From an optimization exercise on the open Yosys and OpenROAD flow, aimed at small area, a short achievable clock period and few clock cycles per item; shortcuts taken in it are not production practice.
Where RTL was checked, it was by simulation tests only, not by an equivalence proof against the original.
No functional check of the RTL was part of run 2.
Power is estimated from default activity; no workload was simulated.

==> flow/design.v (outline; a module is shown in full before it is edited, if it fits) <==
// module scmcv_ram: 28 lines
// module scene_morph_cv_engine_core: 1498 lines
// module scmcv_top: 65 lines
module scmcv_top (
   input  logic        clock,
   input  logic        reset,
   input  logic        start,
   output logic        busy,
   input  logic [1:0]  req_cmd,
   input  logic [15:0] req_target_cv,
   input  logic [3:0]  req_target_knob,
   input  logic [15:0] req_current_cv,
   input  logic [3:0]  req_current_knob,
   input  logic [15:0] req_morph_cv,
   input  logic [14:0] req_morph_knob,
   input  logic [15:0] req_type_buttons,
   input  logic [15:0] req_focus_mask,
   input  logic [3:0]  req_scene_slot,
   input  logic [3:0]  req_channel_slot,
   input  logic [14:0] req_write_value,
   output logic        rsp_strobe,
   output logic [3:0]  rsp_channel,
   output logic [15:0] rsp_cv_out,
   output logic        rsp_type_light,
   output logic        rsp_last,
   input  logic        psel,
   input  logic        penable,
   input  logic        pwrite,
   input  logic [2:0]  paddr,
   input  logic [31:0] pwdata,
   output logic [31:0] prdata,
   output logic        pready
);
  // ...
==> flow/flow/run.sh <==
#!/bin/bash
# ORFS layout: the standard synthesis, then the standard steps with a setup
# margin (timing repair keeps working below the period) and larger clock-sink clusters.
set -euo pipefail
bash standard.sh synth > synth.log 2>&1
bash standard.sh SETUP_SLACK_MARGIN=8.3 CTS_BUF_LIST=sky130_fd_sc_hd__clkbuf_16 CTS_CLUSTER_SIZE=24 CTS_CLUSTER_DIAMETER=70 CORE_UTILIZATION=55 PLACE_DENSITY=0.70 finish > layout.log 2>&1
==> flow/standard.sh <==
#!/bin/bash
# synth_recipe.tcl (not shown) runs the flow's synth.tcl, then flattens the netlist and writes it again
# the make line also repeats each setting of config.mk as NAME=value (left out here)
make -C /OpenROAD-flow-scripts/flow DESIGN_CONFIG=/design/flow/config.mk WORK_HOME=/design/flow/orfs CLKGATE_MAP_FILE= SYNTH_SCRIPT=/design/flow/synth_recipe.tcl "${@:-finish}"
==> flow/config.mk <==
export PLATFORM = sky130hd
export DESIGN_NAME = scmcv_top
export DESIGN_NICKNAME = scmcv_top
export VERILOG_FILES = /design/flow/design.v
export SDC_FILE = /design/flow/constraint.sdc
export NUM_CORES = 4
export LEC_CHECK = 0
export CAP_MARGIN = 20
export CORE_MARGIN = 2
export CORE_UTILIZATION = 35
export PLACE_DENSITY = 0.55
export SLEW_MARGIN = 20
export SYNTH_MEMORY_MAX_BITS = 16384
==> flow/constraint.sdc <==
create_clock -name core_clock -period 12.0 [get_ports {clock}]
set_input_delay 2.4000 -clock core_clock [delete_from_list [all_inputs] [get_ports {clock}]]
set_output_delay 2.4000 -clock core_clock [all_outputs]
set_load 0.01 [all_outputs]
==> reports/results.txt, run 1 <==
status: no timing/DRC/antenna violations
#FFs+latches synth: 4645
CP most frequent cell: fa_2
die width: 496 um
Hold WC Path Type: flip-flop to flip-flop
Synth-to-Final Area Change: 9.64%
CP bufs+invs: 3
Worst Hold End: u_core.u_store.g_row[4].q[124]
Regs by FF count: u_core.u_store.g_row.q x4080, u_core.mul_r x109, u_core.tap_g x48
hold path depth: 0
dpl hpwl: 217000 um
count of multi-input gates: 4471
clock sink count: 4645
sequential power: 15.7 mW
FF-to-FF End: u_core.mul_r[74]
Seq area share: 64.9%
Place WS: 6.76 ns
root buf cell: clkbuf_16
CTS buffer count: 226
largest family of logic cells by synthesized area: compound AO/OA/AOI/OAI gates
R2R depth: 15
Final Max Slew Viols: 0
CP Capture Type: flip-flop
Clk power: 8.28 mW
largest register by flop count: u_core.u_store.g_row.q
Post-synth EDFFs: 172
Post-Synth Adder-Cell Area: 4.62%
top achievable clock speed: 254 MHz
met2 WL post-DR: 151000 um
hold_sp: u_core.u_store.g_row[4].q[139]
initial drt markers: 7420
sequential cells: 4645
Testbench counts, summed over its fixed seeds: cycles 11,540, ticks 514.
==> run 2: changes to the inputs <==
--- a/flow/design.v
+++ b/flow/design.v
@@ -241,36 +241,32 @@
       .ins_data (ins_data),
       .tap_sel  (tap_sel),
       .tap_data (tap_data)
    );
    logic signed [16:0] msum;
    logic [15:0] mcl;
    logic [16:0] mx;
    logic        mfull;
-   logic        mfull_ff;
    logic [7:0]  bd_one, bd_two, bd_neg;
    assign msum  = {rq_mcv[15], rq_mcv} + $signed({2'b00, rq_mknob});
    assign mfull = (msum >= $signed({2'b00, FULL_MORPH}));
    always_comb begin
       if (msum < 17'sd0) begin
          mcl = 16'd0;
       end else if (mfull) begin
          mcl = {1'b0, FULL_MORPH};
       end else begin
          mcl = {1'b0, msum[14:0]};
       end
-   end
-   assign mx = {mcl, 1'b0};
-   always_ff @(posedge clock) begin
-      mfull_ff <= mfull;
+      mx = {mcl, 1'b0};
       for (int i = 0; i < 8; i++) begin
-         bd_one[i] <= mx[2*i+1] ^ mx[2*i];
-         bd_two[i] <= (mx[2*i+2] & ~mx[2*i+1] & ~mx[2*i]) | (~mx[2*i+2] & mx[2*i+1] & mx[2*i]);
-         bd_neg[i] <= mx[2*i+2] & ~(mx[2*i+1] & mx[2*i]);
+         bd_one[i] = mx[2*i+1] ^ mx[2*i];
+         bd_two[i] = (mx[2*i+2] & ~mx[2*i+1] & ~mx[2*i]) | (~mx[2*i+2] & mx[2*i+1] & mx[2*i]);
+         bd_neg[i] = mx[2*i+2] & ~(mx[2*i+1] & mx[2*i]);
       end
    end
    always_ff @(posedge clock) begin
       if (!busy_ff) begin
          rq_focus <= req_payload.focus_mask;
       end else if (rd_en) begin
          rq_focus <= {1'b0, rq_focus[15:1]};
       end
@@ -302,36 +298,36 @@
             if (e_row[e] == 5'd16)          m_ring = e_dat[e];
          end
       end
       a_rd = foc ? m_ring : a_ring;
    end
    localparam int MUL_BITS = 111;
    logic        p1, p2, p3, p4, p5;
    logic [14:0] a1, b1;
-   logic        foc1, fl1, fl2, fl3, fl4, fl5;
+   logic        fl1, fl2, fl3, fl4, fl5;
    logic [3:0]  c1, c2, c3, c4, c5;
    logic        last1, last2, last3, last4, last5;
    logic [15:0] d2;
    logic [17:0] a52;
-   logic [7:0]  g_one, g_two, g_neg;
-   logic        morph2, full2;
+   logic [7:0]  g_one, g_two, g_neg;      
+   logic        morph_rd, full_rd;
    logic [MUL_BITS-1:0] mul_st, mul_r;
    assign d2  = {1'b0, b1} - {1'b0, a1};
    assign a52 = {1'b0, a1, 2'b00} + {3'b000, a1};
-   assign morph2 = !foc1 && !fl1;
-   assign full2  = !foc1 && fl1 && mfull_ff;
-   always_comb begin
+   assign morph_rd = !foc && !fl_rd;
+   assign full_rd  = !foc && fl_rd && mfull;
+   always_ff @(posedge clock) begin
       for (int i = 0; i < 8; i++) begin
-         g_one[i] = morph2 & bd_one[i];
-         g_two[i] = morph2 & bd_two[i];
-         g_neg[i] = morph2 & bd_neg[i];
+         g_one[i] <= morph_rd & bd_one[i];
+         g_two[i] <= morph_rd & bd_two[i];
+         g_neg[i] <= morph_rd & bd_neg[i];
       end
-      g_one[6] = g_one[6] | full2;
-      g_one[7] = g_one[7] | full2;
+      g_one[6] <= (morph_rd & bd_one[6]) | full_rd;
+      g_one[7] <= (morph_rd & bd_one[7]) | full_rd;
    end
    logic [29:0] mul_sa, mul_sb;
    logic [29:0] n_mul;
    logic [17:0] y3;
    assign n_mul = mul_sa + mul_sb;
    logic [33:0] div_sa, div_sb;
    logic [18:0] div_lo;
    logic [15:0] div_ha4, div_hb4;
@@ -1455,17 +1451,16 @@
          8'hfe: sel_lut = 12'hdcb;
          8'hff: sel_lut = 12'hedc;
          default: sel_lut = 12'h000;
       endcase
    endfunction
    always_ff @(posedge clock) begin
       a1      <= a_rd;
       b1      <= b_ring;
-      foc1    <= foc;
       fl1     <= fl_rd;
       c1      <= c_rd;
       last1   <= (c_rd == 4'd15);
       mul_r   <= mul_st;
       fl2     <= fl1;
       c2      <= c1;
       last2   <= last1;
       y3      <= n_mul[29:12];
==> reports/results.txt, run 2 <==
CTS tree: yes (unchanged)
vias per std cell: 5.76 (was 5.79)
power per cell area: 173 nW/um2 (was 171 nW/um2)
Lkg Pwr: 54.9 nW (was 55.4 nW)
CTS buffer count: 224 (was 226)
YS warnings: 7 (unchanged)
Synth top area share: 67.6% (was 67.2%)
Switching Fraction: 22.3% (about the same)
Setup Skew: 0.0914 ns (was 0.0926 ns)
Distinct cells, synth: 95 (was 97)
CP Class: flip-flop to flip-flop (unchanged)
maxcap violations: 0 (unchanged)
CP max stage cell: fa_2 (unchanged)
Post-synth EDFFs: 172 (unchanged)
num rows: 180 (unchanged)
end of the critical path: u_core.mul_r[54] (was u_core.mul_r[74])
Int Pwr: 19.4 mW (about the same)
post-synthesis compound-gate area fraction: 11.1% (about the same)
# IOs: 226 (unchanged)
r2r setup slk: 7.85 ns (was 8.06 ns)
largest register by flop count: u_core.u_store.g_row.q (unchanged)
FF-to-FF End: u_core.mul_r[54] (was u_core.mul_r[74])
clock sink count: 4643 (was 4645)
Place WS: 6.99 ns (was 6.76 ns)
Synth-to-Final Area Change: 9.41% (was 9.64%)
post-layout min period: 4.15 ns (was 3.94 ns)
met1 usage: 37.5% (was 37.4%)
Synth top cells by count: dfxtp_1, a22oi_1, clkbuf_1 (was dfxtp_1, a22oi_1, inv_1)
Post-Synth XOR/XNOR Area: 1.96% (was 1.86%)
count leader, synth: dfxtp_1 (unchanged)
die width: 495 um (was 496 um)
Crit. Startpoint: u_core.b1[0] (was u_core.a1[0])
status: no timing/DRC/antenna violations (unchanged)
CP max stage delay: 0.62 ns (was 0.58 ns)
fin crit share: 34.6% (was 32.8%)
worst slew pin tran: 1.23 ns (was 1.17 ns)
Initial DRT Pass Iterations: 9 (was 6)
R2R Path Start: u_core.b1[0] (was u_core.a1[0])
largest family of logic cells by synthesized area: compound AO/OA/AOI/OAI gates (unchanged)
Regs by FF count: u_core.u_store.g_row.q x4080, u_core.mul_r x109, u_core.tap_g x48 (unchanged)
GRT Overall Usage: 26.5% (was 26.8%)
H-tree levels: 4 (unchanged)
commonest non-fill, non-tap cell in the layout: dfxtp_1 (unchanged)
R2R depth: 17 (was 15)
hold_buf cts: 0 (unchanged)
Seq/Total Area, Yosys: 71.5% (was 71.0%)
layout cells sized above 1: 10.2% (was 11.3%)
multiplexer area fraction after synthesis: 2.83% (was 2.79%)
Post-Route WL: 332000 um (was 337000 um)
dominant cells by area after synthesis: dfxtp_1, a22oi_1, edfxtp_1 (unchanged)
commonest cells after routing, fill and taps aside: dfxtp_1, a22oi_1, inv_1, nor2_1, nand2_1 (unchanged)
DR WL/cell: 25.2 um (about the same)
RSZ-0062 raised after global routing: yes (unchanged)
vias: 75800 (was 77400)
Synth area leader: dfxtp_1 (unchanged)
Post-DRT Antenna Nets: 0 (unchanged)
Worst setup SP type: flip-flop (unchanged)
initial drt markers: 6889 (was 7420)
total congestion overflow: 0 (unchanged)
largest net degree at the start of global routing: 85 (was 63)
setup slack after layout: 7.85 ns (was 8.06 ns)
GR Util met3: 5.25% (was 4.77%)
cell chain of the critical path: inv_2 -> ha_4 -> inv_2 -> fa_2 -> a211o_1 -> a2111oi_4 -> nor3_4 -> a211oi_2 -> or3_4 -> xnor2_4 -> buf_12 -> buf_6 -> a22oi_2 -> xor2_2 -> fa_2 -> inv_2 -> fa_2 (was ha_4 -> inv_2 -> fa_2 -> a21o_1 -> a211oi_4 -> o21ai_4 -> a311o_1 -> o211ai_1 -> buf_6 -> a22oi_2 -> xnor2_1 -> nand2_1 -> fa_2 -> inv_2 -> fa_2)
area of the core: 240000 um2 (was 241000 um2)
final hold viol count: 0 (unchanged)
Clk Latency, worst-skew pair: 0.96 ns (was 0.95 ns)
CP Capture Type: flip-flop (unchanged)
grt met2 use: 39.6% (was 41.4%)
clock slew at reported path FFs: 0.09 ns (about the same)
CP Max Fanout: 8 (was 6)
top achievable clock speed: 241 MHz (was 254 MHz)
switching pwr: 5.58 mW (was 5.59 mW)
max FFs per register: 4080 (unchanged)
Slew HR: 18.0% (was 21.2%)
Die H: 495 um (was 496 um)
initial antenna violation count: 19 (was 26)
clk buf depth: 3 (unchanged)
layer with the highest usage: met2 (unchanged)
# setup viols final: 0 (unchanged)
mapped cell area: 132000 um2 (was 133000 um2)
VDD IR max: 0.150 mV (was 0.165 mV)
global-route wire length before repair: 487000 um (was 495000 um)
#FFs+latches synth: 4643 (was 4645)
Starting Density: 55.2% (was 55.4%)
Hold WC Path Type: flip-flop to flip-flop (unchanged)
port bufs: 160 (unchanged)
RD Place Congestion: 0.953 (was 0.969)
Final Max Slew Viols: 0 (unchanged)
Flop pwr share: 62.8% (was 62.7%)
mean area per synthesized cell: 13.5 um2 (was 13.3 um2)
Final TNS setup: 0 ns (unchanged)
Gate Count Post-Synth: 9834 (was 9991)
dpl hpwl: 214000 um (was 217000 um)
FFs w/ async S/R, synth: 0% (unchanged)
# DRC: 0 (unchanged)
vias in the first global route: 75600 (was 77000)
final net count: 10500 (was 10700)
Post-Synth Adder-Cell Area: 4.65% (was 4.62%)
Simple-Gate Fraction of Synth Area: 5.28% (was 5.73%)
Comb pwr share: 4.1% (was 4.2%)
root buf cell: clkbuf_16 (unchanged)
Critical Path RT: 12.82 ns (was 12.86 ns)
Clk pwr share: 33.1% (about the same)
top_reg_cell synth: dfxtp_1 (unchanged)
Data arrival, critical path: 4.97 ns (was 4.79 ns)
worst hold margin: 0.267 ns (was 0.256 ns)
Die Area: 245000 um2 (was 246000 um2)
==> run 2: cell count changes after synthesis, moves of 18 or more <==
cell and delta:
a21oi_1 -47, nand2_1 -57, and4_1 -23, a31oi_1 +18, buf_1 -21, mux2_2 -48
clkbuf_1 +25, xor2_1 +19, nor2_1 -71, mux2_1 +46
==> run 2: worst min-delay path by stage <==
stage               cells past startpoint  slack [ns]                             from                         endpoint
finish                                  0        0.27  u_core.u_store.g_row[10].q[175]  u_core.u_store.g_row[10].q[160]
global placement                        0        0.31  u_core.u_store.g_row[14].q[226]  u_core.u_store.g_row[14].q[211]
CTS                                     0        0.27  u_core.u_store.g_row[10].q[175]  u_core.u_store.g_row[10].q[160]
global route                            0        0.28  u_core.u_store.g_row[15].q[172]  u_core.u_store.g_row[15].q[157]
detailed placement                      0        0.31                     u_core.c4[1]                     u_core.c5[1]
floorplan                               0        0.31                     u_core.c1[0]                     u_core.c2[0]
==> run 2: cells by family (layout without fill, tap and decap cells) <==
| kind of cell | Yosys count | after routing |
|---|---|---|
| flip-flops | 4643 | 4643 |
| AO/OA/AOI/OAI | 2038 | 2038 |
| AND/OR/NAND/NOR | 1265 | 1267 |
| buffers and inverters | 888 | 1002 |
| adder cells (fa/ha/maj) | 372 | 372 |
| multiplexers | 330 | 330 |
| XOR/XNOR | 296 | 296 |
| other | 2 | 35 |
==> run 2: timing repair <==
| action | 4_1_cts | 5_1_grt |
|---|---|---|
| pin swaps | 14 | 15 |
| setup buffers | 30 | 17 |
| resized for setup | 206 | 78 |
| setup endpoints to repair | 164 | 159 |
| cloned | 0 | 4 |
==> run 2: layout make-up <==
class | instances | area [um2]
multi-input combinational | 4335 | 35100
tap | 3185 | 3990
antenna | 3 | 7.51
timing repair buffer | 357 | 3150
clock inverter | 61 | 887
sequential | 4643 | 94800
fill | 18500 | 95200
inverter | 359 | 1370
clock buffer | 225 | 5630
==> run 2: worst max-delay path, delay by kind of cell (launching register included) <==
kind | cells | cell delay (ns)
AO/OA/AOI/OAI | 4 | 1.05
XOR/XNOR | 2 | 0.34
adder cells (fa/ha/maj) | 4 | 1.61
buffers and inverters | 5 | 0.40
flip-flops | 1 | 0.33
AND/OR/NAND/NOR | 2 | 0.28
==> run 2: power by group through the flow <==
stage	registers (mW)	clock network, mW	logic [mW]
6_report	15.7	8.27	1.03
5_1_grt	15.7	8.90	1.12
4_1_cts	15.7	8.37	1.01
3_5_place_dp	16.1	0	1.03
3_3_place_gp	16.0	0	1.02
2_1_floorplan	16.0	0	0.662
==> run 2: per-layer routing <==
layer | vias up | wire length [um]
li1 | 34600 | -
met1 | 37900 | 149000
met2 | 2716 | 144000
met3 | 593 | 24300
met4 | 2 | 14600
met5 | - | 51
==> run 2: metrics by stage <==
| step | std cells | utilization [%] | power, mW | cell area (um2) |
|---|---|---|---|---|
| floorplan | 9864 | - | 16.6 | 133000 |
| global placement | 12800 | 57.2 | 17.1 | 137000 |
| detailed placement | 12800 | 57.2 | 17.1 | 137000 |
| CTS | 13100 | 60.2 | 25.1 | 144000 |
| global route | 13200 | 60.3 | 25.7 | 145000 |
| finish | 13200 | 60.3 | 25.0 | 145000 |

[re-timing with driven ports]
The flow's constraints put no driver on any port. The routed layouts listed below were extracted and timed again, unchanged, in two steps.
Step 1, drivers: a clkbuf_16 drives clock and a buf_2 each remaining input, both assumed.
Step 2 times the ports against the registers' clock, not the clock port: input delays grow and output delays shrink by t, the midpoint of the rising clock arrivals with the driver on.
a / b / c = ideal / step 1 / step 2; a / b = the first two.
run | t, ns | setup WS [ns] | worst hold slack (ns) | clock arrival spread, ns | worst register clock-pin slew, ns
run 1 | 1.002 | 8.065 / 8.029 / 7.453 | 0.256 / 0.256 / 0.256 | 0.098 / 0.098 | 0.10 / 0.10
run 2 | 1.016 | 7.852 / 7.852 / 7.406 | 0.267 / 0.267 / 0.267 | 0.108 / 0.108 | 0.10 / 0.10
After both steps setup and hold are still met in every run listed. For run 1, which loses most, drivers alone change the setup slack by -0.036 ns; drivers and shift together by -0.612 ns.
